Background: an optimization exercise with open tools, aiming at small area, a short achievable clock period and few clock cycles per item. Do not read the settings as production practice. Only simulation tests tie the RTL to the original design; equivalence was not proved. Power and IR drop assume default switching activity.

==> flow/design.v <==
package fkvc_pkg;
  localparam int DEPTH    = 32;
  localparam int KEY_BITS = 64;
  localparam int SLOT_W  = (DEPTH > 1) ? $clog2(DEPTH) : 1;
  localparam int COUNT_W = $clog2(DEPTH + 1);
  localparam int CAP_W   = 7;
  localparam int KEY_W   = 64;
  localparam int VAL_W   = 32;
  localparam logic [CAP_W-1:0] CAP_RESET  = CAP_W'(64);
  localparam logic signed [VAL_W-1:0] MISS_VALUE = -32'sd1;
  typedef enum logic {
    CMD_GET = 1'b0,
    CMD_PUT = 1'b1
  } command_e;
  typedef struct packed {
    logic start;
    logic issue;
    logic finish;
    logic load_out;
  } dp_cmd_t;
  typedef struct packed {
    logic match;
    logic exhausted;
    logic out_free;
  } dp_stat_t;
endpackage
import fkvc_pkg::*;
module fifo_replacement_kv_cache
(
  input  logic                    clk_i,
  input  logic                    rst_ni,
  input  logic                    in_valid_i,
  output logic                    in_ready_o,
  input  logic                    command_i,
  input  logic [KEY_W-1:0]        key_i,
  input  logic signed [VAL_W-1:0] value_i,
  output logic                    out_valid_o,
  input  logic                    out_ready_i,
  output logic                    found_o,
  output logic signed [VAL_W-1:0] read_value_o,
  input  logic                    cfg_we_i,
  input  logic [CAP_W-1:0]        cfg_wdata_i
);
  localparam int QN = 3;               
  localparam int HG = 4;               
  localparam int NG = DEPTH / HG;
  localparam int QW = 2;
  logic [KEY_W-1:0]   tkey_q [DEPTH];
  logic [VAL_W-1:0]   tval_q [DEPTH];
  logic [DEPTH-1:0]   valid_q;
  logic [SLOT_W-1:0]  oldest_q;
  logic [SLOT_W-1:0]  ins_q;           
  logic [COUNT_W-1:0] count_q;
  logic [COUNT_W-1:0] cap_q;           
  logic               in_ready_q;
  logic               s0_vld_q;
  logic               s0_cmd_q;
  logic [KEY_W-1:0]   s0_key_q;
  logic [VAL_W-1:0]   s0_val_q;
  logic               s1_vld_q;
  logic               s1_cmd_q;
  logic [KEY_W-1:0]   s1_key_q;
  logic [VAL_W-1:0]   s1_val_q;
  logic [DEPTH-1:0]   s1_m_q;          
  logic [NG-1:0]      s1_hg_q;         
  logic [DEPTH-1:0]   pmatch;
  logic               eqprev;
  logic [DEPTH-1:0]   valid_d;
  logic [DEPTH-1:0]   we_key, we_val;
  assign eqprev = (s0_key_q == s1_key_q);
  always_comb begin
    for (int i = 0; i < DEPTH; i++) begin
      pmatch[i] = valid_d[i] && (we_key[i] ? eqprev : (tkey_q[i] == s0_key_q));
    end
  end
  always_ff @(posedge clk_i or negedge rst_ni) begin
    if (!rst_ni) begin
      s0_vld_q <= 1'b0;
      s1_vld_q <= 1'b0;
    end else begin
      s0_vld_q <= in_valid_i && in_ready_q;
      s1_vld_q <= s0_vld_q;
    end
  end
  always_ff @(posedge clk_i) begin
    s0_cmd_q <= command_i;
    s0_key_q <= key_i;
    s0_val_q <= value_i;
    s1_cmd_q <= s0_cmd_q;
    s1_key_q <= s0_key_q;
    s1_val_q <= s0_val_q;
    s1_m_q   <= pmatch;
    for (int g = 0; g < NG; g++) begin
      s1_hg_q[g] <= |pmatch[g*HG +: HG];
    end
  end
  logic [DEPTH-1:0]   match;
  logic               hit;
  logic [DEPTH-1:0]   ins_dec, old_dec;
  logic [VAL_W-1:0]   rd_val;
  logic               put, insert, evict, full;
  always_comb begin
    rd_val = '0;
    for (int i = 0; i < DEPTH; i++) begin
      match[i] = s1_m_q[i];
      rd_val   = rd_val | ({VAL_W{match[i]}} & tval_q[i]);
    end
  end
  assign hit    = |s1_hg_q;
  assign put    = s1_vld_q && s1_cmd_q;
  assign full   = count_q[COUNT_W-1];            
  assign insert = put && !hit;
  assign evict  = insert && (count_q >= cap_q);
  always_comb begin
    for (int i = 0; i < DEPTH; i++) begin
      ins_dec[i] = (ins_q == SLOT_W'(i));
      old_dec[i] = (oldest_q == SLOT_W'(i));
      we_key[i]  = put && !(full && hit) && ins_dec[i];
      we_val[i]  = we_key[i] || (put && match[i]);
      valid_d[i] = (insert && ins_dec[i]) || (valid_q[i] && !(evict && old_dec[i]));
    end
  end
  for (genvar i = 0; i < DEPTH; i++) begin : g_entry
    always_ff @(posedge clk_i) begin
      if (we_key[i]) tkey_q[i] <= s1_key_q;
      if (we_val[i]) tval_q[i] <= s1_val_q;
    end
    always_ff @(posedge clk_i or negedge rst_ni) begin
      if (!rst_ni) begin
        valid_q[i] <= 1'b0;
      end else begin
        valid_q[i] <= valid_d[i];
      end
    end
  end
  always_ff @(posedge clk_i or negedge rst_ni) begin
    if (!rst_ni) begin
      oldest_q <= '0;
      ins_q    <= '0;
      count_q  <= '0;
      cap_q    <= COUNT_W'(DEPTH);
    end else begin
      if (cfg_we_i) begin
        if (cfg_wdata_i == '0)                cap_q <= COUNT_W'(1);
        else if (int'(cfg_wdata_i) > DEPTH)   cap_q <= COUNT_W'(DEPTH);
        else                                  cap_q <= COUNT_W'(cfg_wdata_i);
      end
      if (insert) begin
        ins_q <= ins_q + SLOT_W'(1);
        if (evict) oldest_q <= oldest_q + SLOT_W'(1);
        else       count_q  <= count_q + COUNT_W'(1);
      end
    end
  end
  logic             r_found;
  logic [VAL_W-1:0] r_value;
  assign r_found = hit;
  assign r_value = s1_cmd_q ? '0 : (rd_val | {VAL_W{!hit}});
  logic             ov_q;              
  logic             of_q;              
  logic [VAL_W-1:0] od_q;
  logic             bf_q [QN];         
  logic [VAL_W-1:0] bd_q [QN];
  logic [QW-1:0]    rd_q, wr_q;
  logic [QW:0]      bn_q;              
  logic             enq, deq, b_empty, to_head, b_pop, b_push;
  logic [QW+1:0]    total_d;
  assign enq     = s1_vld_q;
  assign deq     = ov_q && out_ready_i;
  assign b_empty = (bn_q == '0);
  assign to_head = enq && (!ov_q || (deq && b_empty));
  assign b_pop   = deq && !b_empty;
  assign b_push  = enq && !to_head;
  assign total_d = (QW+2)'(bn_q) + (QW+2)'(ov_q) + (QW+2)'(enq) - (QW+2)'(deq);
  for (genvar j = 0; j < QN; j++) begin : g_buf
    always_ff @(posedge clk_i) begin
      if (enq && wr_q == QW'(j)) begin
        bf_q[j] <= r_found;
        bd_q[j] <= r_value;
      end
    end
  end
  always_ff @(posedge clk_i) begin
    if (to_head) begin
      of_q <= r_found;
      od_q <= r_value;
    end else if (b_pop) begin
      of_q <= bf_q[rd_q];
      od_q <= bd_q[rd_q];
    end
  end
  always_ff @(posedge clk_i or negedge rst_ni) begin
    if (!rst_ni) begin
      ov_q       <= 1'b0;
      rd_q       <= '0;
      wr_q       <= '0;
      bn_q       <= '0;
      in_ready_q <= 1'b1;
    end else begin
      ov_q <= (total_d != '0);
      if (b_pop)  rd_q <= (rd_q == QW'(QN - 1)) ? '0 : rd_q + QW'(1);
      if (b_push) wr_q <= (wr_q == QW'(QN - 1)) ? '0 : wr_q + QW'(1);
      bn_q <= bn_q + (QW+1)'(b_push) - (QW+1)'(b_pop);
      in_ready_q <= ((QW+2)'(total_d) + (QW+2)'(s0_vld_q)
                     + (QW+2)'(in_valid_i && in_ready_q)) <= (QW+2)'(QN);
    end
  end
  assign in_ready_o   = in_ready_q;
  assign out_valid_o  = ov_q;
  assign found_o      = of_q;
  assign read_value_o = od_q;
endmodule
make LEC_CHECK=0 CAP_MARGIN=20 CORE_MARGIN=2 CORE_UTILIZATION=45 CTS_CLUSTER_DIAMETER=100 CTS_CLUSTER_SIZE=24 PLACE_DENSITY=0.55 SETUP_SLACK_MARGIN=5.0 SLEW_MARGIN=20 SYNTH_MEMORY_MAX_BITS=16384 finish   # period 8.0 ns
run.sh (not shown) runs the stock make flow with config.mk's settings and CLKGATE_MAP_FILE= SYNTH_SCRIPT=/design/flow/synth_recipe.tcl, a recipe that flattens the netlist after the stock synthesis.
Testbench counts at the start, summed over its fixed seeds: cycles 8,024, items 8,000.
Change:
--- a/flow/design.v
+++ b/flow/design.v
@@ -42,8 +42,8 @@
   input  logic [CAP_W-1:0]        cfg_wdata_i
 );
-  localparam int QN = 3;               
-  localparam int HG = 4;               
+  localparam int QN = 2;               
+  localparam int HG = 8;               
   localparam int NG = DEPTH / HG;
-  localparam int QW = 2;
+  localparam int QW = 1;
   logic [KEY_W-1:0]   tkey_q [DEPTH];
   logic [VAL_W-1:0]   tval_q [DEPTH];
@@ -54,8 +54,4 @@
   logic [COUNT_W-1:0] cap_q;           
   logic               in_ready_q;
-  logic               s0_vld_q;
-  logic               s0_cmd_q;
-  logic [KEY_W-1:0]   s0_key_q;
-  logic [VAL_W-1:0]   s0_val_q;
   logic               s1_vld_q;
   logic               s1_cmd_q;
@@ -68,26 +64,21 @@
   logic [DEPTH-1:0]   valid_d;
   logic [DEPTH-1:0]   we_key, we_val;
-  assign eqprev = (s0_key_q == s1_key_q);
+  assign eqprev = (key_i == s1_key_q);
   always_comb begin
     for (int i = 0; i < DEPTH; i++) begin
-      pmatch[i] = valid_d[i] && (we_key[i] ? eqprev : (tkey_q[i] == s0_key_q));
+      pmatch[i] = valid_d[i] && (we_key[i] ? eqprev : (tkey_q[i] == key_i));
     end
   end
   always_ff @(posedge clk_i or negedge rst_ni) begin
     if (!rst_ni) begin
-      s0_vld_q <= 1'b0;
       s1_vld_q <= 1'b0;
     end else begin
-      s0_vld_q <= in_valid_i && in_ready_q;
-      s1_vld_q <= s0_vld_q;
+      s1_vld_q <= in_valid_i && in_ready_q;
     end
   end
   always_ff @(posedge clk_i) begin
-    s0_cmd_q <= command_i;
-    s0_key_q <= key_i;
-    s0_val_q <= value_i;
-    s1_cmd_q <= s0_cmd_q;
-    s1_key_q <= s0_key_q;
-    s1_val_q <= s0_val_q;
+    s1_cmd_q <= command_i;
+    s1_key_q <= key_i;
+    s1_val_q <= value_i;
     s1_m_q   <= pmatch;
     for (int g = 0; g < NG; g++) begin
@@ -199,9 +190,9 @@
     end else begin
       ov_q <= (total_d != '0);
-      if (b_pop)  rd_q <= (rd_q == QW'(QN - 1)) ? '0 : rd_q + QW'(1);
-      if (b_push) wr_q <= (wr_q == QW'(QN - 1)) ? '0 : wr_q + QW'(1);
+      if (b_pop)  rd_q <= rd_q + QW'(1);
+      if (b_push) wr_q <= wr_q + QW'(1);
       bn_q <= bn_q + (QW+1)'(b_push) - (QW+1)'(b_pop);
-      in_ready_q <= ((QW+2)'(total_d) + (QW+2)'(s0_vld_q)
-                     + (QW+2)'(in_valid_i && in_ready_q)) <= (QW+2)'(QN);
+      in_ready_q <= ((QW+2)'(total_d) + (QW+2)'(in_valid_i && in_ready_q))
+                    <= (QW+2)'(QN);
     end
   end
What happened: The changed run went through all stages and came out clean. Sequential power falls by about 3%. Power shrinks by 3.2%. Register-to-register slack gets worse by 90 ps. First-iteration DRC count came out higher by 6.1%. Clock-buffer cell count is lower by 9. Final cell count fell by 1.5%. Core utilization goes up by 1.3 points. Non-clock buffer count climbs by 96. Design area barely changes. Sequential share of layout area goes down by 2.2 points. Die area decreases by 2.7%. Setup slack degrades by 370 ps. Global-route usage grows by 1.3 points.
Testbench counts after the change, summed over its fixed seeds: cycles 8,016, items 8,000.

[what the ideal ports hide]
Ports are ideal in the flow. The routed layouts listed here were re-timed in OpenROAD.
Step 1: set_driving_cell puts a clkbuf_16 on clk_i and a buf_2 on each other input, an assumption about the parent block.
Step 2 moves the port delays by t, midway between the first and last clock arrival at a register: inputs arrive t later, outputs are due t later. That takes back most of the time a late clock gives input paths.
a / b / c = ideal ports / drivers / drivers and shift; a / b = the first two.
run	t (ns)	setup slack, ns	worst register clock-pin slew, ns
the first run	0.990	4.872 / 4.770 / 4.137	0.11 / 0.11
the second run	0.979	4.498 / 4.313 / 3.333	0.11 / 0.11
After both steps setup and hold are still met in every run listed. For the second run, which loses most, drivers alone change the setup slack by -0.185 ns; drivers and shift together by -1.165 ns.
